This design comes from an exercise in tuning for small area, a short achievable clock period and few clock cycles per item on the open sky130 flow, not from production work. The RTL was checked by simulation tests, not by an equivalence proof against the original design.

## flow/design.v (module list and top-level ports; edited modules follow where they fit)
// module range_cone_point_generator: 540 lines
// module rcpg_mul: 866 lines
module range_cone_point_generator #(
  parameter int MAX_ANGULAR = 8,
  parameter int MAX_AXIAL   = 8
) (
  input  wire logic                      clk,
  input  wire logic                      rst,
  input  wire logic                      psel,
  input  wire logic                      penable,
  input  wire logic                      pwrite,
  input  wire logic [CFG_AW-1:0]         paddr,
  input  wire logic [DATA_W-1:0]         pwdata,
  output logic      [DATA_W-1:0]         prdata,
  output logic                           pready,
  input  wire logic                      in_valid,
  output logic                           in_stall,
  input  wire logic [15:0]               distance,
  input  wire logic [15:0]               lower_bound,
  input  wire logic [15:0]               upper_bound,
  input  wire logic [15:0]               cone_width,
  output logic                           out_valid,
  input  wire logic                      out_stall,
  output logic signed [COORD_W-1:0]      point_x,
  output logic signed [COORD_W-1:0]      point_y,
  output logic signed [COORD_W-1:0]      point_z,
  output logic                           last_point
);
  // ...
==> flow/flow/run.sh <==
#!/bin/bash
set -e
export SETUP_SLACK_MARGIN=7.0
bash standard.sh > standard.log 2>&1
==> flow/standard.sh <==
#!/bin/bash
# synth_recipe.tcl (not shown) runs the flow's synth.tcl, then flattens the netlist and writes it again
# the make line also repeats each setting of config.mk as NAME=value (left out here)
make -C /OpenROAD-flow-scripts/flow DESIGN_CONFIG=/design/flow/config.mk WORK_HOME=/design/flow/orfs CLKGATE_MAP_FILE= SYNTH_SCRIPT=/design/flow/synth_recipe.tcl "${@:-finish}"
==> flow/config.mk <==
export PLATFORM = sky130hd
export DESIGN_NAME = range_cone_point_generator
export DESIGN_NICKNAME = range_cone_point_generator
export VERILOG_FILES = /design/flow/design.v
export SDC_FILE = /design/flow/constraint.sdc
export NUM_CORES = 4
export LEC_CHECK = 0
export ABC_CLOCK_PERIOD_IN_PS = 5000
export CAP_MARGIN = 20
export CORE_MARGIN = 2
export CORE_UTILIZATION = 45
export SLEW_MARGIN = 20
==> flow/constraint.sdc <==
create_clock -name core_clock -period 13.0 [get_ports {clk}]
set_input_delay 2.6000 -clock core_clock [delete_from_list [all_inputs] [get_ports {clk}]]
set_output_delay 2.6000 -clock core_clock [all_outputs]
set_load 0.01 [all_outputs]
==> flow_metrics.py, run 1 <==
metrics = {
    "worst_hold_path": {
        "hold_path_depth": 0,
        "hold_end": "d2l",
    },
    "final_layout": {
        "num-fill-cells": 10338,
        "syn_to_final_growth_pct": 14.4,
        "top_regs": "rstab: 128 flops, ytab: 80 flops, ztab: 80 flops",
        "nFlopsAndLatches": 668,
        "multi_input_area_share": 0.521,
        "clkCellAreaFrac": 0.0357,
    },
    "timing": {
        "final-setup-viol-count": 0,
        "relSlewSlack": 0.257,
        "slew_viol_final": 0,
    },
    "global_routing": {
        "grt-busiest-layer": "met2",
        "grt_overflow_total": 0,
        "met1_usage": 0.378,
    },
    "synth": {
        "yosys.cell_types.count": 101,
        "yosysMostFrequentCell": "edfxtp_1",
        "ys_ff_latch": 668,
        "synth_area_per_cell_um2": 10.2,
        "synth.area.mux_share": 0.0555,
        "yosys.area_share.simple": 0.111,
        "syn_inst": 5218,
    },
    "placed_design": {
        "io_buffers": 158,
    },
    "floorplan": {
        "dieArea_mm2": 0.121,
        "core_mm2": 0.117,
    },
    "routing": {
        "vias": 42184,
        "met1_length_um": 71100,
    },
    "critical_path": {
        "endpoint_kind": "flop",
        "crit_path_end": "p_reg[42]",
        "crit_family": "adder cells",
        "critPathMaxStageDelay_ns": 0.55,
    },
    "cts": {
        "htreeDepth": 3,
        "cts_root_buffer": "clkbuf_16",
    },
    "run_status": {
        "outcome": "timing/DRC/antenna clean",
    },
    "job": {
        "max_cap_viol_count": 0,
    },
}
Testbench counts, summed over its fixed seeds: cycles 13,739, points 6,594.
==> module range_cone_point_generator, before the edit <==
module range_cone_point_generator #(
  parameter int MAX_ANGULAR = 8,
  parameter int MAX_AXIAL   = 8
) (
  input  wire logic                      clk,
  input  wire logic                      rst,
  input  wire logic                      psel,
  input  wire logic                      penable,
  input  wire logic                      pwrite,
  input  wire logic [CFG_AW-1:0]         paddr,
  input  wire logic [DATA_W-1:0]         pwdata,
  output logic      [DATA_W-1:0]         prdata,
  output logic                           pready,
  input  wire logic                      in_valid,
  output logic                           in_stall,
  input  wire logic [15:0]               distance,
  input  wire logic [15:0]               lower_bound,
  input  wire logic [15:0]               upper_bound,
  input  wire logic [15:0]               cone_width,
  output logic                           out_valid,
  input  wire logic                      out_stall,
  output logic signed [COORD_W-1:0]      point_x,
  output logic signed [COORD_W-1:0]      point_y,
  output logic signed [COORD_W-1:0]      point_z,
  output logic                           last_point
);
  logic [3:0]  angular_count;
  logic [3:0]  axial_count;
  logic [15:0] range_limit;
  logic [1:0]  reg_idx;
  assign pready  = 1'b1;
  assign reg_idx = paddr[CFG_AW-1:2];
  always_ff @(posedge clk) begin
    if (rst) begin
      angular_count <= ANGULAR_RESET;
      axial_count   <= AXIAL_RESET;
      range_limit   <= LIMIT_RESET;
    end else if (psel && penable && pwrite) begin
      case (reg_idx)
        REG_ANGULAR: angular_count <= pwdata[3:0];
        REG_AXIAL:   axial_count   <= pwdata[3:0];
        REG_LIMIT:   range_limit   <= pwdata[15:0];
        default: ;
      endcase
    end
  end
  always_comb begin
    case (reg_idx)
      REG_ANGULAR: prdata = DATA_W'(angular_count);
      REG_AXIAL:   prdata = DATA_W'(axial_count);
      REG_LIMIT:   prdata = DATA_W'(range_limit);
      default:     prdata = '0;
    endcase
  end
  logic [2:0] m1_cfg;
  logic [2:0] nxm1_cfg;
  always_comb begin
    m1_cfg   = (angular_count == 4'd0) ? 3'd0 : angular_count[3] ? 3'd7 : 3'(angular_count - 4'd1);
    nxm1_cfg = (axial_count == 4'd0)   ? 3'd0 : axial_count[3]   ? 3'd7 : 3'(axial_count - 4'd1);
  end
  localparam logic [1:0] ST_IDLE = 2'd0;
  localparam logic [1:0] ST_ONE  = 2'd1;
  localparam logic [1:0] ST_PAIR = 2'd2;
  localparam logic [1:0] ST_PTS  = 2'd3;
  logic [1:0] st;
  logic       adv;        
  logic       acc;        
  logic       reject;
  logic       idle;
  logic [15:0] r;
  logic [2:0]  m1;         
  logic [2:0]  nxm1;       
  assign idle     = (st == ST_IDLE);
  assign in_stall = !idle;
  assign acc      = in_valid && idle;
  assign reject   = (distance < lower_bound) || (distance > upper_bound) ||
                    (distance > range_limit);
  logic [2:0]  slot;       
  logic [1:0]  pidx;       
  logic [15:0] ang_cur;    
  logic [1:0]  npairs_m1;
  assign npairs_m1 = 2'(((4'(m1) + 4'd1) >> 1) - 4'd1);
  logic [2:0] pi, pj;      
  logic       rflip;       
  logic       cact;        
  logic [2:0] cstep;       
  logic [1:0] cieff;       
  logic       cflip;       
  logic       d1v, d2v, d3v;
  logic [1:0] d1p, d2p;
  logic [2:0] d1q, d2q;        
  logic       d1sn, d2sn;      
  logic       d1ct, d2ct;      
  logic [1:0] d1ty, d2ty;      
  logic       d1cn, d2cn;      
  logic       d1l, d2l, d3l;   
  logic [16:0] d3x, d3y, d3z;
  logic [16:0] xtab [0:3];     
  logic [31:0] rstab [0:3];
  assign adv = !(d3v && out_stall);
  logic [31:0] a_reg, a_nx;
  logic [15:0] b_reg, b_nx;
  logic [47:0] mul_s, mul_c;     
  logic [47:0] p_reg;
  rcpg_mul u_mul (.a(a_reg), .b(b_reg), .s(mul_s), .c(mul_c));
  logic [2:0]  ka_reg, ka_nx, kp_reg;    
  logic [2:0]  pa_reg, pa_nx, pp_reg;
  logic        na_reg, na_nx, np_reg;    
  always_ff @(posedge clk) begin
    if (adv) begin
      a_reg  <= a_nx;
      b_reg  <= b_nx;
      ka_reg <= ka_nx;
      pa_reg <= pa_nx;
      na_reg <= na_nx;
      p_reg  <= mul_s + mul_c;
      kp_reg <= ka_reg;
      pp_reg <= pa_reg;
      np_reg <= na_reg;
    end
  end
  logic [15:0] ang_nx;
  logic [13:0] am_nx;
  logic        aswap_nx;
  logic [13:0] tval_nx;
  logic        aswap;
  logic [1:0]  aq;
  logic [2:0]  tseg;
  logic [10:0] td;
  assign am_nx    = ang_nx[13:0];
  assign aswap_nx = am_nx > 14'd8192;
  assign tval_nx  = aswap_nx ? 14'(15'd16384 - {1'b0, am_nx}) : am_nx;
  logic [2:0]  slot_i;
  logic [32:0] hc_c;
  logic [31:0] hprev;
  logic [33:0] apre;
  assign slot_i = slot;
  always_comb begin
    case ({slot_i, tseg})
      6'd0: hc_c = 33'd1386134092;
      6'd8: hc_c = 33'd68041226;
      6'd16: hc_c = 33'd0;
      6'd24: hc_c = 33'd1324739172;
      6'd32: hc_c = 33'd1686629847;
      6'd40: hc_c = 33'd10121;
      6'd48: hc_c = 33'd32768;
      6'd56: hc_c = 33'd4295000040;
      6'd1: hc_c = 33'd1364159263;
      6'd9: hc_c = 33'd417687187;
      6'd17: hc_c = 33'd260990625;
      6'd25: hc_c = 33'd1319914278;
      6'd33: hc_c = 33'd1678528357;
      6'd41: hc_c = 33'd330587577;
      6'd49: hc_c = 33'd421012776;
      6'd57: hc_c = 33'd4274318280;
      6'd2: hc_c = 33'd1362052771;
      6'd10: hc_c = 33'd708381218;
      6'd18: hc_c = 33'd515977881;
      6'd26: hc_c = 33'd1301467506;
      6'd34: hc_c = 33'd1654205400;
      6'd42: hc_c = 33'd658002426;
      6'd50: hc_c = 33'd837940457;
      6'd58: hc_c = 33'd4212472444;
      6'd3: hc_c = 33'd1306419575;
      6'd11: hc_c = 33'd910480113;
      6'd19: hc_c = 33'd769749153;
      6'd27: hc_c = 33'd1268337708;
      6'd35: hc_c = 33'd1614007815;
      6'd43: hc_c = 33'd979205882;
      6'd51: hc_c = 33'd1246796336;
      6'd59: hc_c = 33'd4110060353;
      6'd4: hc_c = 33'd1249571932;
      6'd12: hc_c = 33'd1197491579;
      6'd20: hc_c = 33'd1015606912;
      6'd28: hc_c = 33'd1225442098;
      6'd36: hc_c = 33'd1558262975;
      6'd44: hc_c = 33'd1290828905;
      6'd52: hc_c = 33'd1643645727;
      6'd60: hc_c = 33'd3968063811;
      6'd5: hc_c = 33'd1177922052;
      6'd13: hc_c = 33'd1414962917;
      6'd21: hc_c = 33'd1251662505;
      6'd29: hc_c = 33'd1169445318;
      6'd37: hc_c = 33'd1487506765;
      6'd45: hc_c = 33'd1590092810;
      6'd53: hc_c = 33'd2024666303;
      6'd61: hc_c = 33'd3787854553;
      6'd6: hc_c = 33'd1111053014;
      6'd14: hc_c = 33'd1615736195;
      6'd22: hc_c = 33'd1473910112;
      6'd30: hc_c = 33'd1101798369;
      6'd38: hc_c = 33'd1402399748;
      6'd46: hc_c = 33'd1874076254;
      6'd54: hc_c = 33'd2386189015;
      6'd62: hc_c = 33'd3571166750;
      6'd7: hc_c = 33'd1037977206;
      6'd15: hc_c = 33'd1820439145;
      6'd23: hc_c = 33'd1681555711;
      6'd31: hc_c = 33'd1024252471;
      6'd39: hc_c = 33'd1303780342;
      6'd47: hc_c = 33'd2139973468;
      6'd55: hc_c = 33'd2724731733;
      6'd63: hc_c = 33'd3320086712;
      default: hc_c = 33'd0;
    endcase
  end
  always_comb begin
    case (slot_i)
      3'd2:    hprev = 32'(p_reg >> 14);
      3'd3:    hprev = 32'(p_reg >> 16);
      3'd4:    hprev = 32'(p_reg >> 15);
      3'd5:    hprev = 32'(p_reg >> 13);
      3'd6:    hprev = 32'(p_reg >> 12);
      3'd7:    hprev = 32'(p_reg >> 13);
      default: hprev = '0;
    endcase
    if (slot_i == 3'd3 || slot_i == 3'd4 || slot_i == 3'd7) begin
      apre = 34'(hc_c) - 34'(hprev);
    end else begin
      apre = 34'(hc_c) + 34'(hprev);
    end
  end
  logic s_is_c;     
  assign s_is_c = aswap ^ (aq == 2'd1);
  logic [2:0]  drem;       
  logic [15:0] dnum;       
  logic [4:0]  dtrial;
  logic [4:0]  dd1, dd2, dd3;
  logic [1:0]  dq;
  logic [4:0]  dsub;
  logic [2:0]  m1_src;
  logic [3:0]  arem;       
  logic [15:0] qv;
  logic [2:0]  rv;
  logic [3:0]  rstep;
  logic        aborrow;
  assign m1_src = idle ? m1_cfg : m1;
  assign dtrial = idle ? {3'b000, cone_width[15:14]} : {drem, dnum[15:14]};
  assign dd1    = {2'b00, m1_src};
  assign dd2    = {1'b0, m1_src, 1'b0};
  assign dd3    = 5'(dd1 + dd2);
  always_comb begin
    if (dtrial >= dd3) begin
      dq = 2'd3; dsub = dd3;
    end else if (dtrial >= dd2) begin
      dq = 2'd2; dsub = dd2;
    end else if (dtrial >= dd1) begin
      dq = 2'd1; dsub = dd1;
    end else begin
      dq = 2'd0; dsub = '0;
    end
    qv      = dnum;
    rv      = drem;
    rstep   = {rv, 1'b0};
    aborrow = arem < rstep;
    ang_nx  = idle ? 16'(({1'b0, cone_width} + 17'd1) >> 1) : 16'(ang_cur - qv - 16'(aborrow));
  end
  logic [3:0] nx;
  logic [3:0] two_i;
  logic [3:0] two_j;
  logic       c_sn, c_ct, c_cn, c_last;
  logic [1:0] c_p, c_ty;
  logic [2:0] ieff;
  logic [15:0] cbm, sbm;
  logic [2:0] ni, nj;
  logic [2:0] c_q;         
  logic       cstart;      
  logic [3:0] two_in;
  logic [2:0] ieffn;
  logic [1:0] rieff;       
  logic [2:0] cpos;        
  logic [1:0] ck;
  logic [2:0] cq;
  logic       cfl;
  assign nx    = {1'b0, nxm1} + 4'd1;
  assign two_i = {pi, 1'b0};
  assign two_j = {pj, 1'b0};
  always_comb begin
    c_sn   = two_j < {1'b0, m1};
    c_ct   = two_j == {1'b0, m1};
    c_p    = c_ct ? 2'd3 : c_sn ? 2'(pj) : 2'(m1 - pj);
    c_ty   = (pi == 3'd0) ? 2'd0 : (two_i == nx) ? 2'd1 : c_sn ? 2'd2 : 2'd3;
    if (c_ct) c_ty = 2'd0;
    c_cn   = two_i > nx;
    ieff   = (two_i < nx) ? pi : 3'(nx - {1'b0, pi});
    c_last = (pi == nxm1) && (pj == m1);
    c_q    = rflip ? 3'(npairs_m1 + 2'd1 - c_p) : {1'b0, c_p};
    two_in = {pi + 3'd1, 1'b0};
    ieffn  = (two_in < nx) ? 3'(pi + 3'd1) : 3'(nx - {1'b0, pi + 3'd1});
    cstart = (st == ST_PTS) && !c_sn && !c_ct && (c_p == npairs_m1) &&
             (pi != nxm1) && (two_in != nx);
    if (pj == m1) begin
      ni = pi + 3'd1;
      nj = 3'd0;
    end else begin
      ni = pi;
      nj = pj + 3'd1;
      if ((pi != 3'd0) && ({nj, 1'b0} == {1'b0, m1})) nj = nj + 3'd1;
    end
  end
  always_comb begin
    cpos  = cstart ? 3'd0 : cstep;
    ck    = cpos[2:1];
    cfl   = cstart ? !cflip : cflip;
    cq    = cfl ? 3'(npairs_m1 + 2'd1 - ck) : {1'b0, ck};
    rieff = cstart ? ieffn[1:0] : cieff;
  end
  always_comb begin
    cbm = 16'd0;
    sbm = 16'd0;
    case ({nxm1, rieff})
      {3'd2, 2'd1}: begin sbm = 16'd56757; cbm = 16'd32766; end
      {3'd3, 2'd1}: begin sbm = 16'd46341; cbm = 16'd46341; end
      {3'd4, 2'd1}: begin sbm = 16'd38523; cbm = 16'd53018; end
      {3'd4, 2'd2}: begin sbm = 16'd62328; cbm = 16'd20253; end
      {3'd5, 2'd1}: begin sbm = 16'd32766; cbm = 16'd56757; end
      {3'd5, 2'd2}: begin sbm = 16'd56757; cbm = 16'd32766; end
      {3'd6, 2'd1}: begin sbm = 16'd28434; cbm = 16'd59046; end
      {3'd6, 2'd2}: begin sbm = 16'd51237; cbm = 16'd40862; end
      {3'd6, 2'd3}: begin sbm = 16'd63892; cbm = 16'd14586; end
      {3'd7, 2'd1}: begin sbm = 16'd25080; cbm = 16'd60547; end
      {3'd7, 2'd2}: begin sbm = 16'd46341; cbm = 16'd46341; end
      {3'd7, 2'd3}: begin sbm = 16'd60547; cbm = 16'd25080; end
      default: ;
    endcase
  end
  logic push;      
  logic one;       
  always_comb begin
    a_nx  = '0;
    b_nx  = '0;
    ka_nx = 3'd0;
    pa_nx = {1'b0, pidx};
    na_nx = 1'b0;
    push  = 1'b0;
    one   = 1'b0;
    if (st == ST_PAIR) begin
      if (slot_i <= 3'd5) begin
        a_nx = apre[31:0];
        b_nx = 16'(td);
      end else if (slot_i == 3'd6) begin
        a_nx  = 32'(apre[32:16]);
        b_nx  = r;
        ka_nx = s_is_c ? 3'd1 : 3'd2;
      end else begin
        a_nx  = 32'(apre[32:16]);
        b_nx  = r;
        ka_nx = s_is_c ? 3'd2 : 3'd1;
      end
      na_nx = (aq != 2'd0);
      push = (st == ST_PAIR) && c_sn && (pidx > 2'(pj));
    end else if (st == ST_PTS) begin
      a_nx  = (kp_reg == 3'd2 && pp_reg[1:0] == ck) ? p_reg[31:0] : rstab[ck];
      b_nx  = cpos[0] ? sbm : cbm;
      ka_nx = (cstart || cact) ? (cpos[0] ? 3'd4 : 3'd3) : 3'd0;
      pa_nx = cq;
      push  = 1'b1;
    end else if (st == ST_ONE) begin
      one  = !d1v && !d2v;
      push = one;
    end
  end
  logic [15:0] ytab [0:4];     
  logic [15:0] ztab [0:4];
  logic [15:0] prnd;           
  assign prnd = 16'(p_reg[47:32] + 16'(p_reg[31]));
  always_ff @(posedge clk) begin
    if (rst) begin
      st  <= ST_IDLE;
      d1v <= 1'b0;
      d2v <= 1'b0;
      d3v <= 1'b0;
    end else begin
      if (idle) begin
        if (acc && !reject) begin
          st <= (m1_cfg == 3'd0) ? ST_ONE : ST_PAIR;
        end
      end else if (adv) begin
        if (st == ST_PAIR) begin
          if (slot == 3'd7 && pidx == npairs_m1) st <= ST_PTS;
        end else if (st == ST_PTS) begin
          if (push && c_last) st <= ST_IDLE;
        end else begin
          if (one) st <= ST_IDLE;
        end
      end
      if (adv) begin
        d1v <= push;
        d2v <= d1v;
        d3v <= d2v;
      end
    end
  end
  always_ff @(posedge clk) begin
    if (idle) begin
      r       <= distance;
      m1      <= m1_cfg;
      nxm1    <= nxm1_cfg;
      slot    <= 3'd0;
      pidx    <= '0;
      ang_cur <= ang_nx;
      aq      <= ang_nx[15:14];
      aswap   <= aswap_nx;
      tseg    <= tval_nx[13] ? 3'd7 : tval_nx[12:10];
      td      <= tval_nx[13] ? 11'd1024 : {1'b0, tval_nx[9:0]};
      pi      <= '0;
      pj      <= '0;
      rflip   <= 1'b0;
      cflip   <= 1'b1;
      cact    <= 1'b0;
      drem    <= 3'(dtrial - dsub);
      dnum    <= {cone_width[13:0], dq};
      arem    <= cone_width[0] ? 4'd0 : {1'b0, m1_cfg};
    end else if (adv) begin
      if (st == ST_PAIR) begin
        slot <= slot + 3'd1;
        if (slot == 3'd7) begin
          pidx    <= pidx + 2'd1;
          ang_cur <= ang_nx;
          aq      <= ang_nx[15:14];
          aswap   <= aswap_nx;
          tseg    <= tval_nx[13] ? 3'd7 : tval_nx[12:10];
          td      <= tval_nx[13] ? 11'd1024 : {1'b0, tval_nx[9:0]};
          arem    <= 4'(arem - rstep + (aborrow ? {m1, 1'b0} : 4'd0));
        end
        if (pidx == 2'd0 && slot != 3'd7) begin
          drem <= 3'(dtrial - dsub);
          dnum <= {dnum[13:0], dq};
        end
      end
      if (push) begin
        pi <= ni;
        pj <= nj;
        if (ni != pi) rflip <= cfl;
      end
      if (cstart) begin
        cact  <= 1'b1;
        cstep <= 3'd1;
        cieff <= ieffn[1:0];
        cflip <= !cflip;
      end else if (cact) begin
        cstep <= cstep + 3'd1;
        if (cstep == {npairs_m1, 1'b1}) cact <= 1'b0;
      end
    end
  end
  always_ff @(posedge clk) begin
    if (adv) begin
      if (kp_reg == 3'd1) begin
        xtab[pp_reg[1:0]] <= 17'((p_reg[32:16] ^ {17{np_reg}}) + 17'(p_reg[15] ^ np_reg));
      end else if (st == ST_PAIR && slot == 3'd7 && pidx == npairs_m1 && !m1[0]) begin
        xtab[3] <= {1'b0, r};
      end else if (one) begin
        xtab[0] <= {1'b0, r};
      end
      if (kp_reg == 3'd2) begin
        rstab[pp_reg[1:0]] <= p_reg[31:0];
      end else if (one) begin
        rstab[0] <= '0;
      end
    end
  end
  logic       e_sn, e_ct, e_cn, e_l;
  logic [1:0] e_p, e_ty;
  always_comb begin
    e_p  = c_p;
    e_sn = c_sn;
    e_ct = c_ct;
    e_ty = c_ty;
    e_cn = c_cn;
    e_l  = c_last;
    if (st == ST_ONE) begin
      e_p  = 2'd0;
      e_sn = 1'b0;
      e_ct = 1'b0;
      e_ty = 2'd0;
      e_l  = 1'b1;
    end
  end
  always_ff @(posedge clk) begin
    if (adv) begin
      d1p  <= e_p;
      d1q  <= c_q;
      d2q  <= d1q;
      d1sn <= e_sn;
      d1ct <= e_ct;
      d1ty <= e_ty;
      d1cn <= e_cn;
      d1l  <= e_l;
      d2p  <= d1p;
      d2sn <= d1sn;
      d2ct <= d1ct;
      d2ty <= d1ty;
      d2cn <= d1cn;
      d2l  <= d1l;
      d3x  <= xtab[d2p];
      d3y  <= o_y;
      d3z  <= o_z;
      d3l  <= d2l;
      if (kp_reg == 3'd3) ytab[pp_reg] <= prnd;
      if (kp_reg == 3'd4) ztab[pp_reg] <= prnd;
    end
  end
  logic [31:0] o_rs;
  logic        o_nt, o_zp;
  logic [16:0] o_ys, o_zs;
  logic        o_yb, o_zb, o_yn, o_zn;
  logic [16:0] o_yv, o_zv;
  logic [16:0] o_y, o_z;
  assign o_rs = rstab[d2p];
  assign o_nt = d2ty[1];
  assign o_zp = (kp_reg == 3'd4) && (pp_reg == d2q);
  assign o_ys = o_nt ? {1'b0, ytab[d2q]} : {1'b0, o_rs[31:16]};
  assign o_yb = o_nt ? 1'b0 : o_rs[15];
  assign o_yn = d2sn ^ (o_nt & d2cn);
  assign o_zs = !o_nt ? {1'b0, o_rs[31:16]} : o_zp ? {1'b0, prnd} : {1'b0, ztab[d2q]};
  assign o_zb = !o_nt ? o_rs[15] : 1'b0;
  assign o_zn = d2sn;
  assign o_yv = 17'((o_ys ^ {17{o_yn}}) + 17'(o_yb ^ o_yn));
  assign o_zv = 17'((o_zs ^ {17{o_zn}}) + 17'(o_zb ^ o_zn));
  always_comb begin
    o_y = '0;
    o_z = '0;
    if (!d2ct) begin
      case (d2ty)
        2'd0:    o_y = o_yv;
        2'd1:    o_z = o_zv;
        default: begin
          o_y = o_yv;
          o_z = o_zv;
        end
      endcase
    end
  end
  assign out_valid  = d3v;
  assign point_x    = d3x;
  assign point_y    = d3y;
  assign point_z    = d3z;
  assign last_point = d3l;
endmodule
==> inputs of run 2 (changes only) <==
--- a/flow/design.v
+++ b/flow/design.v
@@ -76,19 +76,29 @@
     nxm1_cfg = (axial_count == 4'd0)   ? 3'd0 : axial_count[3]   ? 3'd7 : 3'(axial_count - 4'd1);
   end
-  localparam logic [1:0] ST_IDLE = 2'd0;
-  localparam logic [1:0] ST_ONE  = 2'd1;
-  localparam logic [1:0] ST_PAIR = 2'd2;
-  localparam logic [1:0] ST_PTS  = 2'd3;
-  logic [1:0] st;
+  localparam logic [1:0] P_IDLE  = 2'd0;
+  localparam logic [1:0] P_PAIR  = 2'd1;
+  localparam logic [1:0] P_WAIT  = 2'd2;   
+  localparam logic [1:0] P_READY = 2'd3;   
+  localparam logic [1:0] E_IDLE = 2'd0;
+  localparam logic [1:0] E_ONE  = 2'd1;
+  localparam logic [1:0] E_PTS  = 2'd2;
+  logic [1:0] pst;        
+  logic [1:0] est;        
+  logic       own;        
+  logic       tail;       
   logic       adv;        
   logic       acc;        
   logic       reject;
-  logic       idle;
+  logic       pidle;
   logic [15:0] r;
   logic [2:0]  m1;         
+  logic [2:0]  npm1p;      
+  logic [2:0]  m1e;
+  logic [2:0]  nxm1e;
+  logic [1:0]  npm1;
   logic [2:0]  nxm1;       
-  assign idle     = (st == ST_IDLE);
-  assign in_stall = !idle;
-  assign acc      = in_valid && idle;
+  assign pidle    = (pst == P_IDLE);
+  assign in_stall = !pidle;
+  assign acc      = in_valid && !in_stall;
   assign reject   = (distance < lower_bound) || (distance > upper_bound) ||
                     (distance > range_limit);
@@ -96,6 +106,4 @@
   logic [1:0]  pidx;       
   logic [15:0] ang_cur;    
-  logic [1:0]  npairs_m1;
-  assign npairs_m1 = 2'(((4'(m1) + 4'd1) >> 1) - 4'd1);
   logic [2:0] pi, pj;      
   logic       rflip;       
@@ -148,11 +156,9 @@
   assign aswap_nx = am_nx > 14'd8192;
   assign tval_nx  = aswap_nx ? 14'(15'd16384 - {1'b0, am_nx}) : am_nx;
-  logic [2:0]  slot_i;
   logic [32:0] hc_c;
   logic [31:0] hprev;
   logic [33:0] apre;
-  assign slot_i = slot;
   always_comb begin
-    case ({slot_i, tseg})
+    case ({slot, tseg})
       6'd0: hc_c = 33'd1386134092;
       6'd8: hc_c = 33'd68041226;
@@ -223,5 +229,5 @@
   end
   always_comb begin
-    case (slot_i)
+    case (slot)
       3'd2:    hprev = 32'(p_reg >> 14);
       3'd3:    hprev = 32'(p_reg >> 16);
@@ -232,5 +238,5 @@
       default: hprev = '0;
     endcase
-    if (slot_i == 3'd3 || slot_i == 3'd4 || slot_i == 3'd7) begin
+    if (slot == 3'd3 || slot == 3'd4 || slot == 3'd7) begin
       apre = 34'(hc_c) - 34'(hprev);
     end else begin
@@ -248,10 +254,8 @@
   logic [2:0]  m1_src;
   logic [3:0]  arem;       
-  logic [15:0] qv;
-  logic [2:0]  rv;
   logic [3:0]  rstep;
   logic        aborrow;
-  assign m1_src = idle ? m1_cfg : m1;
-  assign dtrial = idle ? {3'b000, cone_width[15:14]} : {drem, dnum[15:14]};
+  assign m1_src = pidle ? m1_cfg : m1;
+  assign dtrial = pidle ? {3'b000, cone_width[15:14]} : {drem, dnum[15:14]};
   assign dd1    = {2'b00, m1_src};
   assign dd2    = {1'b0, m1_src, 1'b0};
@@ -267,9 +271,7 @@
       dq = 2'd0; dsub = '0;
     end
-    qv      = dnum;
-    rv      = drem;
-    rstep   = {rv, 1'b0};
+    rstep   = {drem, 1'b0};
     aborrow = arem < rstep;
-    ang_nx  = idle ? 16'(({1'b0, cone_width} + 17'd1) >> 1) : 16'(ang_cur - qv - 16'(aborrow));
+    ang_nx  = pidle ? 16'(({1'b0, cone_width} + 17'd1) >> 1) : 16'(ang_cur - dnum - 16'(aborrow));
   end
   logic [3:0] nx;
@@ -278,8 +280,7 @@
   logic       c_sn, c_ct, c_cn, c_last;
   logic [1:0] c_p, c_ty;
-  logic [2:0] ieff;
-  logic [15:0] cbm, sbm;
   logic [2:0] ni, nj;
   logic [2:0] c_q;         
+  logic       c_mir1;      
   logic       cstart;      
   logic [3:0] two_in;
@@ -290,22 +291,24 @@
   logic [2:0] cq;
   logic       cfl;
-  assign nx    = {1'b0, nxm1} + 4'd1;
+  logic [15:0] cbm, sbm;
+  logic       pdone;       
+  assign nx    = {1'b0, nxm1e} + 4'd1;
   assign two_i = {pi, 1'b0};
   assign two_j = {pj, 1'b0};
+  assign pdone = !(own && (pst == P_PAIR || pst == P_READY));
   always_comb begin
-    c_sn   = two_j < {1'b0, m1};
-    c_ct   = two_j == {1'b0, m1};
-    c_p    = c_ct ? 2'd3 : c_sn ? 2'(pj) : 2'(m1 - pj);
+    c_sn   = two_j < {1'b0, m1e};
+    c_ct   = two_j == {1'b0, m1e};
+    c_p    = c_ct ? 2'd3 : c_sn ? 2'(pj) : 2'(m1e - pj);
     c_ty   = (pi == 3'd0) ? 2'd0 : (two_i == nx) ? 2'd1 : c_sn ? 2'd2 : 2'd3;
     if (c_ct) c_ty = 2'd0;
     c_cn   = two_i > nx;
-    ieff   = (two_i < nx) ? pi : 3'(nx - {1'b0, pi});
-    c_last = (pi == nxm1) && (pj == m1);
-    c_q    = rflip ? 3'(npairs_m1 + 2'd1 - c_p) : {1'b0, c_p};
+    c_last = (pi == nxm1e) && (pj == m1e);
+    c_q    = rflip ? 3'(npm1 + 2'd1 - c_p) : {1'b0, c_p};
+    c_mir1 = !c_sn && !c_ct && (c_p == npm1);
     two_in = {pi + 3'd1, 1'b0};
     ieffn  = (two_in < nx) ? 3'(pi + 3'd1) : 3'(nx - {1'b0, pi + 3'd1});
-    cstart = (st == ST_PTS) && !c_sn && !c_ct && (c_p == npairs_m1) &&
-             (pi != nxm1) && (two_in != nx);
-    if (pj == m1) begin
+    cstart = (est == E_PTS) && c_mir1 && (pi != nxm1e) && (two_in != nx);
+    if (pj == m1e) begin
       ni = pi + 3'd1;
       nj = 3'd0;
@@ -313,5 +316,5 @@
       ni = pi;
       nj = pj + 3'd1;
-      if ((pi != 3'd0) && ({nj, 1'b0} == {1'b0, m1})) nj = nj + 3'd1;
+      if ((pi != 3'd0) && ({nj, 1'b0} == {1'b0, m1e})) nj = nj + 3'd1;
     end
   end
@@ -320,5 +323,5 @@
     ck    = cpos[2:1];
     cfl   = cstart ? !cflip : cflip;
-    cq    = cfl ? 3'(npairs_m1 + 2'd1 - ck) : {1'b0, ck};
+    cq    = cfl ? 3'(npm1 + 2'd1 - ck) : {1'b0, ck};
     rieff = cstart ? ieffn[1:0] : cieff;
   end
@@ -326,5 +329,5 @@
     cbm = 16'd0;
     sbm = 16'd0;
-    case ({nxm1, rieff})
+    case ({nxm1e, rieff})
       {3'd2, 2'd1}: begin sbm = 16'd56757; cbm = 16'd32766; end
       {3'd3, 2'd1}: begin sbm = 16'd46341; cbm = 16'd46341; end
@@ -343,5 +346,13 @@
   end
   logic push;      
+  logic c_tail;    
   logic one;       
+  logic take;      
+  logic pend;      
+  logic pgo;       
+  logic pact;      
+  assign c_tail = (est == E_PTS) && (pi == nxm1e) && c_mir1 && !cact;
+  assign pgo    = (pst == P_READY) && (own || est == E_IDLE || tail || c_tail);
+  assign pact   = (pst == P_PAIR) || pgo;
   always_comb begin
     a_nx  = '0;
@@ -352,9 +363,9 @@
     push  = 1'b0;
     one   = 1'b0;
-    if (st == ST_PAIR) begin
-      if (slot_i <= 3'd5) begin
+    if (pact) begin
+      if (slot <= 3'd5) begin
         a_nx = apre[31:0];
         b_nx = 16'(td);
-      end else if (slot_i == 3'd6) begin
+      end else if (slot == 3'd6) begin
         a_nx  = 32'(apre[32:16]);
         b_nx  = r;
@@ -366,41 +377,51 @@
       end
       na_nx = (aq != 2'd0);
-      push = (st == ST_PAIR) && c_sn && (pidx > 2'(pj));
-    end else if (st == ST_PTS) begin
+    end else begin
       a_nx  = (kp_reg == 3'd2 && pp_reg[1:0] == ck) ? p_reg[31:0] : rstab[ck];
       b_nx  = cpos[0] ? sbm : cbm;
       ka_nx = (cstart || cact) ? (cpos[0] ? 3'd4 : 3'd3) : 3'd0;
       pa_nx = cq;
-      push  = 1'b1;
-    end else if (st == ST_ONE) begin
+    end
+    if (est == E_PTS) begin
+      push = pdone || (c_sn && (pidx > 2'(pj)));
+    end else if (est == E_ONE) begin
       one  = !d1v && !d2v;
       push = one;
     end
+    pend = (pst == P_PAIR) && (slot == 3'd7) && (pidx == npm1p[1:0]);
+    take = (pst != P_IDLE) && !own &&
+           (est == E_IDLE || (est == E_PTS && push && c_last));
   end
-  logic [15:0] ytab [0:4];     
-  logic [15:0] ztab [0:4];
-  logic [15:0] prnd;           
-  assign prnd = 16'(p_reg[47:32] + 16'(p_reg[31]));
   always_ff @(posedge clk) begin
     if (rst) begin
-      st  <= ST_IDLE;
-      d1v <= 1'b0;
-      d2v <= 1'b0;
-      d3v <= 1'b0;
+      pst  <= P_IDLE;
+      est  <= E_IDLE;
+      own  <= 1'b0;
+      tail <= 1'b0;
+      d1v  <= 1'b0;
+      d2v  <= 1'b0;
+      d3v  <= 1'b0;
     end else begin
-      if (idle) begin
+      if (pidle) begin
         if (acc && !reject) begin
-          st <= (m1_cfg == 3'd0) ? ST_ONE : ST_PAIR;
+          pst <= (m1_cfg == 3'd0) ? P_WAIT : P_READY;
         end
       end else if (adv) begin
-        if (st == ST_PAIR) begin
-          if (slot == 3'd7 && pidx == npairs_m1) st <= ST_PTS;
-        end else if (st == ST_PTS) begin
-          if (push && c_last) st <= ST_IDLE;
-        end else begin
-          if (one) st <= ST_IDLE;
-        end
+        if (pgo) pst <= P_PAIR;
+        if (pend) pst <= own ? P_IDLE : P_WAIT;
+        if (pst == P_WAIT && own && m1 != 3'd0) pst <= P_IDLE;
+        if (one) pst <= P_IDLE;
       end
       if (adv) begin
+        if (take) begin
+          own  <= 1'b1;
+          tail <= 1'b0;
+          est  <= (m1 == 3'd0) ? E_ONE : E_PTS;
+        end else begin
+          if (est == E_PTS && push && c_last) est <= E_IDLE;
+          if (one) est <= E_IDLE;
+          if (est == E_PTS && push && c_mir1 && pi == nxm1e) tail <= 1'b1;
+          if (pend || one || (pst == P_WAIT && own && m1 != 3'd0)) own <= 1'b0;
+        end
         d1v <= push;
         d2v <= d1v;
@@ -410,10 +431,14 @@
   end
   always_ff @(posedge clk) begin
-    if (idle) begin
+    if (pidle) begin
       r       <= distance;
       m1      <= m1_cfg;
+      npm1p   <= 3'(((4'(m1_cfg) + 4'd1) >> 1) - 4'd1);
       nxm1    <= nxm1_cfg;
       slot    <= 3'd0;
       pidx    <= '0;
+      drem    <= 3'(dtrial - dsub);
+      dnum    <= {cone_width[13:0], dq};
+      arem    <= cone_width[0] ? 4'd0 : {1'b0, m1_cfg};
       ang_cur <= ang_nx;
       aq      <= ang_nx[15:14];
@@ -421,50 +446,59 @@
       tseg    <= tval_nx[13] ? 3'd7 : tval_nx[12:10];
       td      <= tval_nx[13] ? 11'd1024 : {1'b0, tval_nx[9:0]};
-      pi      <= '0;
-      pj      <= '0;
-      rflip   <= 1'b0;
-      cflip   <= 1'b1;
-      cact    <= 1'b0;
-      drem    <= 3'(dtrial - dsub);
-      dnum    <= {cone_width[13:0], dq};
-      arem    <= cone_width[0] ? 4'd0 : {1'b0, m1_cfg};
-    end else if (adv) begin
-      if (st == ST_PAIR) begin
-        slot <= slot + 3'd1;
-        if (slot == 3'd7) begin
-          pidx    <= pidx + 2'd1;
-          ang_cur <= ang_nx;
-          aq      <= ang_nx[15:14];
-          aswap   <= aswap_nx;
-          tseg    <= tval_nx[13] ? 3'd7 : tval_nx[12:10];
-          td      <= tval_nx[13] ? 11'd1024 : {1'b0, tval_nx[9:0]};
-          arem    <= 4'(arem - rstep + (aborrow ? {m1, 1'b0} : 4'd0));
-        end
-        if (pidx == 2'd0 && slot != 3'd7) begin
-          drem <= 3'(dtrial - dsub);
-          dnum <= {dnum[13:0], dq};
-        end
+    end else if (adv && pact) begin
+      slot <= slot + 3'd1;
+      if (slot == 3'd7) begin
+        pidx    <= pidx + 2'd1;
+        ang_cur <= ang_nx;
+        arem    <= 4'(arem - rstep + (aborrow ? {m1, 1'b0} : 4'd0));
+        aq      <= ang_nx[15:14];
+        aswap   <= aswap_nx;
+        tseg    <= tval_nx[13] ? 3'd7 : tval_nx[12:10];
+        td      <= tval_nx[13] ? 11'd1024 : {1'b0, tval_nx[9:0]};
       end
-      if (push) begin
-        pi <= ni;
-        pj <= nj;
-        if (ni != pi) rflip <= cfl;
+      if (pidx == 2'd0 && slot != 3'd7) begin
+        drem <= 3'(dtrial - dsub);
+        dnum <= {dnum[13:0], dq};
       end
-      if (cstart) begin
-        cact  <= 1'b1;
-        cstep <= 3'd1;
-        cieff <= ieffn[1:0];
-        cflip <= !cflip;
-      end else if (cact) begin
-        cstep <= cstep + 3'd1;
-        if (cstep == {npairs_m1, 1'b1}) cact <= 1'b0;
+    end
+  end
+  always_ff @(posedge clk) begin
+    if (adv) begin
+      if (take) begin
+        m1e   <= m1;
+        nxm1e <= nxm1;
+        npm1  <= npm1p[1:0];
+        pi    <= '0;
+        pj    <= '0;
+        rflip <= 1'b0;
+        cflip <= 1'b1;
+        cact  <= 1'b0;
+      end else begin
+        if (push && est == E_PTS) begin
+          pi <= ni;
+          pj <= nj;
+          if (ni != pi) rflip <= cfl;
+        end
+        if (cstart) begin
+          cact  <= 1'b1;
+          cstep <= 3'd1;
+          cieff <= ieffn[1:0];
+          cflip <= !cflip;
+        end else if (cact) begin
+          cstep <= cstep + 3'd1;
+          if (cstep == {npm1, 1'b1}) cact <= 1'b0;
+        end
       end
     end
   end
+  logic [15:0] ytab [0:4];     
+  logic [15:0] ztab [0:4];
+  logic [15:0] prnd;           
+  assign prnd = 16'(p_reg[47:32] + 16'(p_reg[31]));
   always_ff @(posedge clk) begin
     if (adv) begin
       if (kp_reg == 3'd1) begin
         xtab[pp_reg[1:0]] <= 17'((p_reg[32:16] ^ {17{np_reg}}) + 17'(p_reg[15] ^ np_reg));
-      end else if (st == ST_PAIR && slot == 3'd7 && pidx == npairs_m1 && !m1[0]) begin
+      end else if (pend && !m1[0]) begin
         xtab[3] <= {1'b0, r};
       end else if (one) begin
@@ -476,4 +510,6 @@
         rstab[0] <= '0;
       end
+      if (kp_reg == 3'd3) ytab[pp_reg] <= prnd;
+      if (kp_reg == 3'd4) ztab[pp_reg] <= prnd;
     end
   end
@@ -487,5 +523,5 @@
     e_cn = c_cn;
     e_l  = c_last;
-    if (st == ST_ONE) begin
+    if (est == E_ONE) begin
       e_p  = 2'd0;
       e_sn = 1'b0;
@@ -495,4 +531,5 @@
     end
   end
+  logic [16:0] o_y, o_z;
   always_ff @(posedge clk) begin
     if (adv) begin
@@ -515,6 +552,4 @@
       d3z  <= o_z;
       d3l  <= d2l;
-      if (kp_reg == 3'd3) ytab[pp_reg] <= prnd;
-      if (kp_reg == 3'd4) ztab[pp_reg] <= prnd;
     end
   end
@@ -524,5 +559,4 @@
   logic        o_yb, o_zb, o_yn, o_zn;
   logic [16:0] o_yv, o_zv;
-  logic [16:0] o_y, o_z;
   assign o_rs = rstab[d2p];
   assign o_nt = d2ty[1];
==> flow_metrics.py, run 2 <==
metrics = {
    "timing": {
        "worst_pin_slew_ns": 1.12,
        "hold_viol": 0,
        "final-setup-viol-count": 0,
        "fin_worst_skew_ns": 0.0373,
        "period_share": 0.476,
        "fin_setup_tns_ns": 0,
        "clock.fmax_mhz": 162,
        "rsz0062_at_grt": "true",
        "relSlewSlack": 0.246,
        "finalCriticalPeriod_ns": 6.18,
        "slew_viol_final": 0,
    },
    "cts": {
        "clk_pin_slew_ns": 0.06,
        "clockBufferDepth": 3,
        "numCtsBuffers": 74,
        "htreeDepth": 3,
        "cts.sinks": 682,
        "clock_latency_ns": 0.65,
        "cts_root_buffer": "clkbuf_16",
        "cts_tree": "done",
    },
    "synth": {
        "syn-cell-area_mm2": 0.0537,
        "synth_area_per_cell_um2": 10.0,
        "synth_warnings": 1,
        "syn_inst": 5363,
        "synth_top_area_frac": 0.356,
        "ys_top_cells_by_count": "edfxtp_1, nand2_1, inv_1",
        "synthTopCellsByArea": "edfxtp_1, fa_1, ha_1",
        "yosysMostFrequentCell": "edfxtp_1",
        "async_flop_share": 0,
        "synthFlopType": "edfxtp_1",
        "ys_ff_latch": 682,
        "synth_edf_count": 636,
        "yosys.area.top_type": "edfxtp_1",
        "yosys.cell_types.count": 93,
        "seq_area_frac_synth": 0.373,
    },
    "floorplan": {
        "die_x_um": 349,
        "ioPinCount": 194,
        "dieArea_mm2": 0.122,
        "core_mm2": 0.118,
        "start_util": 0.454,
        "die_h_um": 349,
        "num_rows": 126,
    },
    "routing": {
        "vias_per_cell": 6.17,
        "drc": 0,
        "ant_nets": 0,
        "drtIter0Drc": 4788,
        "vias": 43583,
        "drt-pass1-iter-count": 8,
        "drt-total-wl_um": 177000,
        "wire_per_inst_um": 25.1,
    },
    "worst_hold_path": {
        "hp-class": "reg2reg",
    },
    "final_layout": {
        "postLayoutCellArea_mm2": 0.0622,
        "drive_above_1_share": 0.133,
        "final_common_cell": "edfxtp_1",
        "fin_nets": 6084,
        "largest_reg_flops": 128,
        "layout_common_cells": "edfxtp_1, nand2_1, inv_1",
        "fin_util": 0.526,
        "syn_to_final_growth_pct": 15.8,
        "top_regs": "rstab: 128 flops, ytab: 80 flops, ztab: 80 flops",
        "regMostFlops": "rstab",
    },
    "critical_path": {
        "cp-startpoint": "b_reg[1]",
        "critPathLaunchType": "flop",
        "critPathArrivalTime_ns": 6.57,
        "r2r_start": "b_reg[1]",
        "critPathKind": "reg2reg",
        "crit_path_end": "p_reg[47]",
        "crit_fanout": 6,
        "r2r_slack_ns": 6.82,
        "crit_required_ns": 13.39,
        "rr_endpoint": "p_reg[47]",
        "endpoint_kind": "flop",
        "rr_worst_depth": 24,
    },
    "global_routing": {
        "antenna_found_initial": 6,
        "grt_first_pass_wirelength_um": 263000,
        "grt_max_degree": 140,
        "grt_pass1_vias": 41649,
        "grt_overflow_total": 0,
        "grt_usage": 0.283,
    },
    "job": {
        "max_cap_viol_count": 0,
    },
    "placed_design": {
        "io_buffers": 158,
        "dp_hpwl_um": 118000,
        "placed_area_mm2": 0.0567,
        "gp_congestion": 0.948,
    },
    "run_status": {
        "outcome": "timing/DRC/antenna clean",
    },
}
## run 2: cell count changes after synthesis, sizes merged, moves of 33 or more
cell | before | now
a221oi | 50 | 16
nand2 | 407 | 502
nand3 | 75 | 109
o211ai | 21 | 58
o21ai | 228 | 195
## run 2: cell type report
class | count | area [µm²]
antenna | 1 | 2.50
clock buffer | 94 | 1960
clock inverter | 35 | 359
fill | 10524 | 56000
inverter | 395 | 1550
multi-input combinational | 3890 | 32000
sequential | 682 | 20000
tap | 1536 | 1920
timing repair buffer | 426 | 4450
## run 2: worst min-delay path by stage
stage	startpoint	to	slack [ns]	cells after the start
6_report	d1l	d2l	0.42	0
3_3_place_gp	nxm1[0]	nxm1e[0]	0.40	0
2_1_floorplan	d1cn	d2cn	0.40	0
5_1_grt	d2l	d3l	0.42	0
4_1_cts	d1l	d2l	0.42	0
3_5_place_dp	d1sn	d2sn	0.40	0
## run 2: logic make-up after synthesis
| kind of cell | synth area share |
|---|---|
| buffers and inverters | 0.0581 |
| AO/OA/AOI/OAI | 0.168 |
| AND/OR/NAND/NOR | 0.124 |
| other | 0.000140 |
| adder cells (fa/ha/maj) | 0.150 |
| multiplexers | 0.0481 |
| flip-flops | 0.373 |
| XOR/XNOR | 0.0792 |
## run 2: worst max-delay path, cell delays in order (launching register included)
cell,delay [ns]
edfxtp_1,0.46
nand2_2,0.13
o21ai_4,0.07
buf_12,0.12
buf_12,0.13
buf_16,0.15
buf_4,0.13
a22oi_2,0.16
xnor2_1,0.11
ha_1,0.33
fa_1,0.48
fa_1,0.55
inv_1,0.06
fa_1,0.54
inv_1,0.05
fa_2,0.54
ha_4,0.22
a21o_1,0.17
a21oi_2,0.15
and3_1,0.18
o21a_4,0.19
o22ai_4,0.10
or4_4,0.46
a311oi_2,0.32
xnor2_1,0.10
## run 2: stage by stage
step / setup slack, ns / cells / hold WS (ns)
2_1_floorplan: 7.00 / 5378 / 0.400
3_3_place_gp: 4.99 / 6768 / 0.403
3_5_place_dp: 4.90 / 6768 / 0.405
4_1_cts: 6.90 / 7008 / 0.419
5_1_grt: 6.63 / 7058 / 0.423
6_report: 6.82 / 7059 / 0.419
## run 2: repair_timing
action / 4_1_cts / 5_1_grt
pin swaps: 114 / 80
hold buffers: 0 / 0
buffers inserted: 101 / 46
hold endpoints to repair: 0 / 0
resized for setup: 239 / 127
gates cloned: 10 / 3
setup endpoints to repair: 74 / 81
## run 2: layer usage
layer  GRT usage  wire length, µm  up-vias
met4       0.115             7930        0
li1            -                -    19602
met5           0                0        -
met3      0.0516            16700      391
met2       0.431            78100     2201
met1       0.397            74100    21389
Testbench counts of run 2, summed over its fixed seeds: cycles 12,380, points 6,594.
==> inputs of run 3 (changes only) <==
--- a/flow/design.v
+++ b/flow/design.v
@@ -127,6 +127,12 @@
   logic [15:0] b_reg, b_nx;
   logic [47:0] mul_s, mul_c;     
-  logic [47:0] p_reg;
+  logic [24:0] mul_lo;
+  logic [23:0] plo_reg;          
+  logic        pcy_reg;          
+  logic [23:0] psh_reg, pch_reg;   
+  logic [47:0] p_reg;            
   rcpg_mul u_mul (.a(a_reg), .b(b_reg), .s(mul_s), .c(mul_c));
+  assign mul_lo = {1'b0, mul_s[23:0]} + {1'b0, mul_c[23:0]};
+  assign p_reg  = {24'(psh_reg + pch_reg + 24'(pcy_reg)), plo_reg};
   logic [2:0]  ka_reg, ka_nx, kp_reg;    
   logic [2:0]  pa_reg, pa_nx, pp_reg;
@@ -139,5 +145,8 @@
       pa_reg <= pa_nx;
       na_reg <= na_nx;
-      p_reg  <= mul_s + mul_c;
+      plo_reg <= mul_lo[23:0];
+      pcy_reg <= mul_lo[24];
+      psh_reg <= mul_s[47:24];
+      pch_reg <= mul_c[47:24];
       kp_reg <= ka_reg;
       pp_reg <= pa_reg;
@@ -161,68 +170,68 @@
   always_comb begin
     case ({slot, tseg})
-      6'd0: hc_c = 33'd1386134092;
-      6'd8: hc_c = 33'd68041226;
+      6'd0: hc_c = 33'd1386086400;
+      6'd8: hc_c = 33'd68157440;
       6'd16: hc_c = 33'd0;
-      6'd24: hc_c = 33'd1324739172;
-      6'd32: hc_c = 33'd1686629847;
-      6'd40: hc_c = 33'd10121;
+      6'd24: hc_c = 33'd1324740608;
+      6'd32: hc_c = 33'd1686629376;
+      6'd40: hc_c = 33'd10240;
       6'd48: hc_c = 33'd32768;
-      6'd56: hc_c = 33'd4295000040;
-      6'd1: hc_c = 33'd1364159263;
-      6'd9: hc_c = 33'd417687187;
-      6'd17: hc_c = 33'd260990625;
-      6'd25: hc_c = 33'd1319914278;
-      6'd33: hc_c = 33'd1678528357;
-      6'd41: hc_c = 33'd330587577;
-      6'd49: hc_c = 33'd421012776;
-      6'd57: hc_c = 33'd4274318280;
-      6'd2: hc_c = 33'd1362052771;
-      6'd10: hc_c = 33'd708381218;
-      6'd18: hc_c = 33'd515977881;
-      6'd26: hc_c = 33'd1301467506;
-      6'd34: hc_c = 33'd1654205400;
-      6'd42: hc_c = 33'd658002426;
-      6'd50: hc_c = 33'd837940457;
-      6'd58: hc_c = 33'd4212472444;
-      6'd3: hc_c = 33'd1306419575;
-      6'd11: hc_c = 33'd910480113;
-      6'd19: hc_c = 33'd769749153;
-      6'd27: hc_c = 33'd1268337708;
-      6'd35: hc_c = 33'd1614007815;
-      6'd43: hc_c = 33'd979205882;
-      6'd51: hc_c = 33'd1246796336;
-      6'd59: hc_c = 33'd4110060353;
-      6'd4: hc_c = 33'd1249571932;
-      6'd12: hc_c = 33'd1197491579;
-      6'd20: hc_c = 33'd1015606912;
-      6'd28: hc_c = 33'd1225442098;
-      6'd36: hc_c = 33'd1558262975;
-      6'd44: hc_c = 33'd1290828905;
-      6'd52: hc_c = 33'd1643645727;
-      6'd60: hc_c = 33'd3968063811;
-      6'd5: hc_c = 33'd1177922052;
-      6'd13: hc_c = 33'd1414962917;
-      6'd21: hc_c = 33'd1251662505;
-      6'd29: hc_c = 33'd1169445318;
-      6'd37: hc_c = 33'd1487506765;
-      6'd45: hc_c = 33'd1590092810;
-      6'd53: hc_c = 33'd2024666303;
-      6'd61: hc_c = 33'd3787854553;
-      6'd6: hc_c = 33'd1111053014;
-      6'd14: hc_c = 33'd1615736195;
-      6'd22: hc_c = 33'd1473910112;
-      6'd30: hc_c = 33'd1101798369;
-      6'd38: hc_c = 33'd1402399748;
-      6'd46: hc_c = 33'd1874076254;
-      6'd54: hc_c = 33'd2386189015;
-      6'd62: hc_c = 33'd3571166750;
-      6'd7: hc_c = 33'd1037977206;
-      6'd15: hc_c = 33'd1820439145;
-      6'd23: hc_c = 33'd1681555711;
-      6'd31: hc_c = 33'd1024252471;
-      6'd39: hc_c = 33'd1303780342;
-      6'd47: hc_c = 33'd2139973468;
-      6'd55: hc_c = 33'd2724731733;
-      6'd63: hc_c = 33'd3320086712;
+      6'd56: hc_c = 33'd4295000032;
+      6'd1: hc_c = 33'd1364197376;
+      6'd9: hc_c = 33'd417333248;
+      6'd17: hc_c = 33'd260997120;
+      6'd25: hc_c = 33'd1319915520;
+      6'd33: hc_c = 33'd1678528512;
+      6'd41: hc_c = 33'd330587136;
+      6'd49: hc_c = 33'd421012800;
+      6'd57: hc_c = 33'd4274318272;
+      6'd2: hc_c = 33'd1362100224;
+      6'd10: hc_c = 33'd708837376;
+      6'd18: hc_c = 33'd515964928;
+      6'd26: hc_c = 33'd1301467136;
+      6'd34: hc_c = 33'd1654205440;
+      6'd42: hc_c = 33'd658001920;
+      6'd50: hc_c = 33'd837940480;
+      6'd58: hc_c = 33'd4212472448;
+      6'd3: hc_c = 33'd1306394624;
+      6'd11: hc_c = 33'd910163968;
+      6'd19: hc_c = 33'd769753088;
+      6'd27: hc_c = 33'd1268338688;
+      6'd35: hc_c = 33'd1614008320;
+      6'd43: hc_c = 33'd979206144;
+      6'd51: hc_c = 33'd1246796352;
+      6'd59: hc_c = 33'd4110060352;
+      6'd4: hc_c = 33'd1249509376;
+      6'd12: hc_c = 33'd1197473792;
+      6'd20: hc_c = 33'd1015611392;
+      6'd28: hc_c = 33'd1225441280;
+      6'd36: hc_c = 33'd1558262784;
+      6'd44: hc_c = 33'd1290828800;
+      6'd52: hc_c = 33'd1643645696;
+      6'd60: hc_c = 33'd3968063808;
+      6'd5: hc_c = 33'd1177944064;
+      6'd13: hc_c = 33'd1414529024;
+      6'd21: hc_c = 33'd1251672064;
+      6'd29: hc_c = 33'd1169444864;
+      6'd37: hc_c = 33'd1487506432;
+      6'd45: hc_c = 33'd1590092800;
+      6'd53: hc_c = 33'd2024666304;
+      6'd61: hc_c = 33'd3787854560;
+      6'd6: hc_c = 33'd1111097344;
+      6'd14: hc_c = 33'd1615855616;
+      6'd22: hc_c = 33'd1473904640;
+      6'd30: hc_c = 33'd1101799424;
+      6'd38: hc_c = 33'd1402399744;
+      6'd46: hc_c = 33'd1874076672;
+      6'd54: hc_c = 33'd2386188992;
+      6'd62: hc_c = 33'd3571166752;
+      6'd7: hc_c = 33'd1037959168;
+      6'd15: hc_c = 33'd1820327936;
+      6'd23: hc_c = 33'd1681555456;
+      6'd31: hc_c = 33'd1024253952;
+      6'd39: hc_c = 33'd1303780352;
+      6'd47: hc_c = 33'd2139973632;
+      6'd55: hc_c = 33'd2724731712;
+      6'd63: hc_c = 33'd3320086720;
       default: hc_c = 33'd0;
     endcase
--- a/flow/config.mk
+++ b/flow/config.mk
@@ -10,3 +10,4 @@
 export CORE_MARGIN = 2
 export CORE_UTILIZATION = 45
+export CTS_BUF_LIST = sky130_fd_sc_hd__clkbuf_4 sky130_fd_sc_hd__clkbuf_8
 export SLEW_MARGIN = 20
==> flow_metrics.py, run 3 <==
metrics = {
    "floorplan": {
        "core_mm2": 0.119,
        "ioPinCount": 194,
        "die_h_um": 350,
        "start_util": 0.452,
        "num_rows": 127,
        "die_x_um": 350,
        "dieArea_mm2": 0.123,
    },
    "worst_hold_path": {
        "hold_path_depth": 0,
        "hold_end": "nxm1e[1]",
        "hp-start": "nxm1[1]",
        "hp-class": "reg2reg",
    },
    "global_routing": {
        "grt_pass1_vias": 41677,
        "grt_max_degree": 96,
        "grt_first_pass_wirelength_um": 257000,
        "grt_overflow_total": 0,
        "grt_usage": 0.276,
        "antenna_found_initial": 6,
    },
    "critical_path": {
        "rr_worst_depth": 25,
        "crit_slowest_cell": "a2111oi_4",
        "r2r_slack_ns": 6.79,
        "crit_fanout": 5,
        "critPathArrivalTime_ns": 6.87,
        "crit_required_ns": 13.66,
        "rr_endpoint": "a_reg[14]",
        "critPathMaxStageDelay_ns": 0.47,
        "critPathLaunchType": "flop",
        "endpoint_kind": "flop",
        "r2r_start": "pcy_reg",
        "critPathKind": "reg2reg",
    },
    "routing": {
        "vias": 42907,
        "wire_per_inst_um": 23.9,
        "drt-pass1-iter-count": 7,
        "vias_per_cell": 5.96,
        "drtIter0Drc": 5089,
        "drt-total-wl_um": 172000,
        "drc": 0,
        "ant_nets": 0,
    },
    "synth": {
        "yosys.cell_types.count": 103,
        "ys_ff_latch": 707,
        "synth_top_area_frac": 0.368,
        "syn-cell-area_mm2": 0.0540,
        "ys_top_cells_by_count": "edfxtp_1, inv_1, nand2_1",
        "synth_warnings": 1,
        "seq_area_frac_synth": 0.385,
        "synthTopCellsByArea": "edfxtp_1, fa_1, ha_1",
        "async_flop_share": 0,
        "synth_edf_count": 661,
        "syn_inst": 5373,
        "synth_area_per_cell_um2": 10.1,
        "yosys.area.top_type": "edfxtp_1",
        "synthFlopType": "edfxtp_1",
        "yosysMostFrequentCell": "edfxtp_1",
    },
    "placed_design": {
        "io_buffers": 158,
        "dp_hpwl_um": 116000,
        "gp_congestion": 0.894,
        "dp_cells": 6885,
    },
    "final_layout": {
        "syn_to_final_growth_pct": 14.1,
        "drive_above_1_share": 0.130,
        "regMostFlops": "rstab",
        "largest_reg_flops": 128,
        "fin_nets": 6115,
        "layout_common_cells": "edfxtp_1, inv_1, nand2_1",
        "final_common_cell": "edfxtp_1",
        "top_regs": "rstab: 128 flops, ytab: 80 flops, ztab: 80 flops",
        "final_cells": 7198,
    },
    "cts": {
        "clock_latency_ns": 0.88,
        "cts_tree": "done",
        "htreeDepth": 3,
        "numCtsBuffers": 118,
        "clockBufferDepth": 3,
        "cts_root_buffer": "clkbuf_8",
        "cts.sinks": 707,
        "hold_buffers": 0,
        "clk_pin_slew_ns": 0.06,
    },
    "run_status": {
        "outcome": "timing/DRC/antenna clean",
    },
    "timing": {
        "period_share": 0.477,
        "fin_worst_skew_ns": 0.0680,
        "hold_viol": 0,
        "fin_setup_tns_ns": 0,
        "rsz0062_at_grt": "true",
        "whs_ns": 0.385,
        "finalCriticalPeriod_ns": 6.21,
        "final-setup-viol-count": 0,
        "clock.fmax_mhz": 161,
        "worst_pin_slew_ns": 1.07,
        "slew_viol_final": 0,
        "relSlewSlack": 0.283,
    },
    "job": {
        "max_cap_viol_count": 0,
    },
}
[run 3: kinds of logic after synthesis]
group,count (synthesis),synth area share
AND/OR/NAND/NOR,1351,0.119
XOR/XNOR,487,0.0791
other,2,0.000139
AO/OA/AOI/OAI,1293,0.160
buffers and inverters,868,0.0621
flip-flops,707,0.385
multiplexers,144,0.0433
adder cells (fa/ha/maj),521,0.152
[run 3: final cells by class]
cell class / instances / area (µm²)
repair buffers: 377 / 3550
multi-input cells: 3813 / 30900
flip-flops and latches: 707 / 20800
repair inverters: 1 / 8.76
clock inverters: 64 / 659
diodes: 2 / 5.00
fillers: 10872 / 57900
inverters: 469 / 1790
clock buffers: 153 / 1930
well taps: 1612 / 2020
[run 3: worst max-delay path by stage]
stage	from	endpoint	cells after the start
2_1_floorplan	paddr[2]	prdata[0]	5
3_3_place_gp	paddr[2]	prdata[2]	5
3_5_place_dp	paddr[2]	prdata[2]	5
4_1_cts	paddr[2]	prdata[12]	5
5_1_grt	pcy_reg	a_reg[16]	25
6_report	pcy_reg	a_reg[14]	25
[run 3: per-stage QoR]
step           setup WS (ns)  utilization  instance area, µm²
5_1_grt                 6.63        0.516               61600
2_1_floorplan           7.01            -               54100
6_report                6.79        0.516               61600
3_5_place_dp            5.90        0.479               57300
3_3_place_gp            5.89        0.479               57300
4_1_cts                 6.99        0.507               60600
[run 3: layer usage]
| layer | share of wire | wire length (µm) | track usage |
|---|---|---|---|
| met5 | 0 | 0 | 0 |
| met4 | 0.040 | 6800 | 0.107 |
| met3 | 0.091 | 15600 | 0.0535 |
| met2 | 0.47 | 80300 | 0.445 |
| met1 | 0.40 | 69400 | 0.367 |
[run 3: worst max-delay path: cells and delay by family (launching register included)]
kind	cells	cell delay (ns)
flops	1	0.43
simple gates	4	0.57
compound gates	13	3.17
buf+inv	3	0.48
xor+xnor	2	0.28
fa+ha+maj	3	1.09
[run 3: repair_timing]
action / 4_1_cts / 5_1_grt
cloned: 4 / 2
endpoints found under the setup margin: 66 / 58
gates resized for setup: 140 / 139
pin swaps: 21 / 64
setup buffers: 35 / 52
Testbench counts of run 3, summed over its fixed seeds: cycles 12,380, points 6,594.
==> inputs of run 4 (changes only) <==
--- a/flow/config.mk
+++ b/flow/config.mk
@@ -10,4 +10,3 @@
 export CORE_MARGIN = 2
 export CORE_UTILIZATION = 45
-export CTS_BUF_LIST = sky130_fd_sc_hd__clkbuf_4 sky130_fd_sc_hd__clkbuf_8
 export SLEW_MARGIN = 20
==> flow_metrics.py, run 4 <==
metrics = {
    "timing": {
        "finalCriticalPeriod_ns": 6.16,
        "relSlewSlack": 0.222,
        "fin_setup_tns_ns": 0,
        "hold_viol": 0,
        "period_share": 0.474,
        "fin_worst_skew_ns": 0.0280,
        "clock.fmax_mhz": 162,
        "worst_pin_slew_ns": 1.16,
        "final-setup-viol-count": 0,
        "rsz0062_at_grt": "true",
        "slew_viol_final": 0,
    },
    "routing": {
        "vias": 42631,
        "vias_per_cell": 5.98,
        "wire_per_inst_um": 24.0,
        "drtIter0Drc": 4909,
        "drc": 0,
        "ant_nets": 0,
        "drt-pass1-iter-count": 9,
        "drt-total-wl_um": 171000,
    },
    "final_layout": {
        "top_regs": "rstab: 128 flops, ytab: 80 flops, ztab: 80 flops",
        "drive_above_1_share": 0.115,
        "regMostFlops": "rstab",
        "syn_to_final_growth_pct": 14.0,
        "final_cells": 7123,
        "final_common_cell": "edfxtp_1",
        "largest_reg_flops": 128,
        "fin_nets": 6075,
        "layout_common_cells": "edfxtp_1, inv_1, nand2_1",
        "num-fill-cells": 10793,
        "postLayoutCellArea_mm2": 0.0616,
        "n_antenna_cell": 0,
    },
    "placed_design": {
        "gp_congestion": 0.894,
        "dp_cells": 6885,
        "io_buffers": 158,
        "dp_hpwl_um": 116000,
        "placed_area_mm2": 0.0573,
    },
    "synth": {
        "yosys.area.top_type": "edfxtp_1",
        "seq_area_frac_synth": 0.385,
        "syn-cell-area_mm2": 0.0540,
        "yosys.cell_types.count": 103,
        "synth_warnings": 1,
        "synthTopCellsByArea": "edfxtp_1, fa_1, ha_1",
        "synth_edf_count": 661,
        "synthFlopType": "edfxtp_1",
        "ys_top_cells_by_count": "edfxtp_1, inv_1, nand2_1",
        "synth_top_area_frac": 0.368,
        "yosysMostFrequentCell": "edfxtp_1",
        "syn_inst": 5373,
        "synth_area_per_cell_um2": 10.1,
        "async_flop_share": 0,
        "ys_ff_latch": 707,
    },
    "cts": {
        "clockBufferDepth": 3,
        "cts_tree": "done",
        "clock_latency_ns": 0.67,
        "hold_buffers": 0,
        "cts.sinks": 707,
        "htreeDepth": 3,
        "numCtsBuffers": 80,
        "clk_pin_slew_ns": 0.07,
        "cts_root_buffer": "clkbuf_16",
    },
    "critical_path": {
        "crit_fanout": 7,
        "critPathLaunchType": "flop",
        "endpoint_kind": "flop",
        "crit_required_ns": 13.39,
        "r2r_slack_ns": 6.84,
        "critPathKind": "reg2reg",
        "critPathArrivalTime_ns": 6.55,
    },
    "global_routing": {
        "grt_first_pass_wirelength_um": 256000,
        "grt_pass1_vias": 41257,
        "grt_overflow_total": 0,
        "antenna_found_initial": 5,
        "grt_max_degree": 96,
        "grt_usage": 0.275,
    },
    "floorplan": {
        "num_rows": 127,
        "die_x_um": 350,
        "die_h_um": 350,
        "ioPinCount": 194,
        "start_util": 0.452,
        "dieArea_mm2": 0.123,
        "core_mm2": 0.119,
    },
    "run_status": {
        "outcome": "timing/DRC/antenna clean",
    },
    "worst_hold_path": {
        "hp-class": "reg2reg",
    },
    "job": {
        "max_cap_viol_count": 0,
    },
}
-- run 4: cell counts after synthesis --
Identical to the previous run, type by type.
-- run 4: final cells by class --
| class | instances | area [µm²] | area share |
|---|---|---|---|
| Tap cell | 1612 | 2020 | 0.0328 |
| Sequential cell | 707 | 20800 | 0.337 |
| Clock inverter | 46 | 572 | 0.00929 |
| Timing Repair Buffer | 375 | 3530 | 0.0573 |
| Inverter | 469 | 1790 | 0.0291 |
| Multi-Input combinational cell | 3813 | 30800 | 0.500 |
| Timing Repair inverter | 1 | 8.76 | 0.000142 |
| Clock buffer | 100 | 2090 | 0.0340 |
-- run 4: cell families after synthesis --
group,count (synthesis),share of synthesized area
and+or+nand+nor,1351,0.119
AOI/OAI and AO/OA,1293,0.160
buffers and inverters,868,0.0621
DFF,707,0.385
adders and majority gates,521,0.152
xor gates and xnor gates,487,0.0791
muxes,144,0.0433
other,2,0.000139
-- run 4: timing repair --
action / in CTS / in global routing
endpoints found under the setup margin: 67 / 56
resized for setup: 159 / 99
pin swaps: 22 / 44
buffers inserted: 36 / 49
cloned: 5 / 1
-- run 4: path summary, 6_finish.rpt --
check                                 end  startpoint  cells past startpoint
worst min-delay path             nxm1e[1]     nxm1[1]                      0
worst min register to register   nxm1e[1]     nxm1[1]                      0
worst max register to register  a_reg[13]     pcy_reg                     23
worst max-delay path            a_reg[13]     pcy_reg                     23
-- run 4: per-layer routing --
metal / vias up / track usage / wire (µm)
li1: 19262 / - / -
met5: - / 0 / 13
met1: 21125 / 0.368 / 70100
met3: 331 / 0.0483 / 14300
met4: 2 / 0.100 / 6380
met2: 1911 / 0.446 / 80300
-- run 4: critical path, cell delays in order (launching register included) --
cell and delay [ns]:
edfxtp_1 0.43, fa_2 0.47, fa_2 0.41, a211oi_4 0.30, o31ai_4 0.14, xor2_1 0.18, buf_6 0.19, a222oi_1 0.31
nor2_1 0.06, a221o_1 0.36, ha_4 0.26, and3_4 0.17, a221o_1 0.30, a21o_1 0.18, nor3_2 0.24, o21ai_1 0.16
a211oi_2 0.33, a21oi_1 0.14, a31oi_2 0.27, o21ai_0 0.11, a22oi_1 0.16, o21ai_1 0.13, xnor2_2 0.22, o221a_2 0.36
-- run 4: through the flow --
step	worst slack (ns)	hold slack, ns	util
2_1_floorplan	7.01	0.400	-
3_3_place_gp	5.89	0.401	0.479
3_5_place_dp	5.90	0.405	0.479
4_1_cts	6.99	0.419	0.508
5_1_grt	6.64	0.421	0.515
6_report	6.84	0.419	0.515

==> port drivers added, routing unchanged <==
How much do the figures lean on ideal ports? The routed layouts below were timed once more, with nothing changed but the port constraints.
Step 1: set_driving_cell puts a clkbuf_16 on clk and a buf_2 on each other input, an assumption about the parent block.
Step 2 adds t to the input delays and takes it off the output delays; t is the mean of the earliest and latest rising clock arrival at the registers after step 1. Input paths then give back, and output paths get back, about the clock's delay inside the block.
a / b / c = no drivers / after step 1 / after step 2; a / b = the first two.
run	t, ns	slack for setup (ns)	worst setup path at the end	worst slew at a driven data input, ns	pins driven straight from the clock port
run 1	0.686	6.830 / 6.830 / 6.604	input to register	0.06	1
run 2	0.693	6.815 / 6.815 / 6.652	input to register	0.05	1
run 3	0.921	6.793 / 6.793 / 6.459	input to register	0.06	1
run 4	0.732	6.841 / 6.841 / 6.718	input to register	0.06	1
After both steps every run listed still meets setup and hold. The setup slack of run 3, which loses most, moves by 0.000 ns with the drivers and by -0.334 ns with both steps.
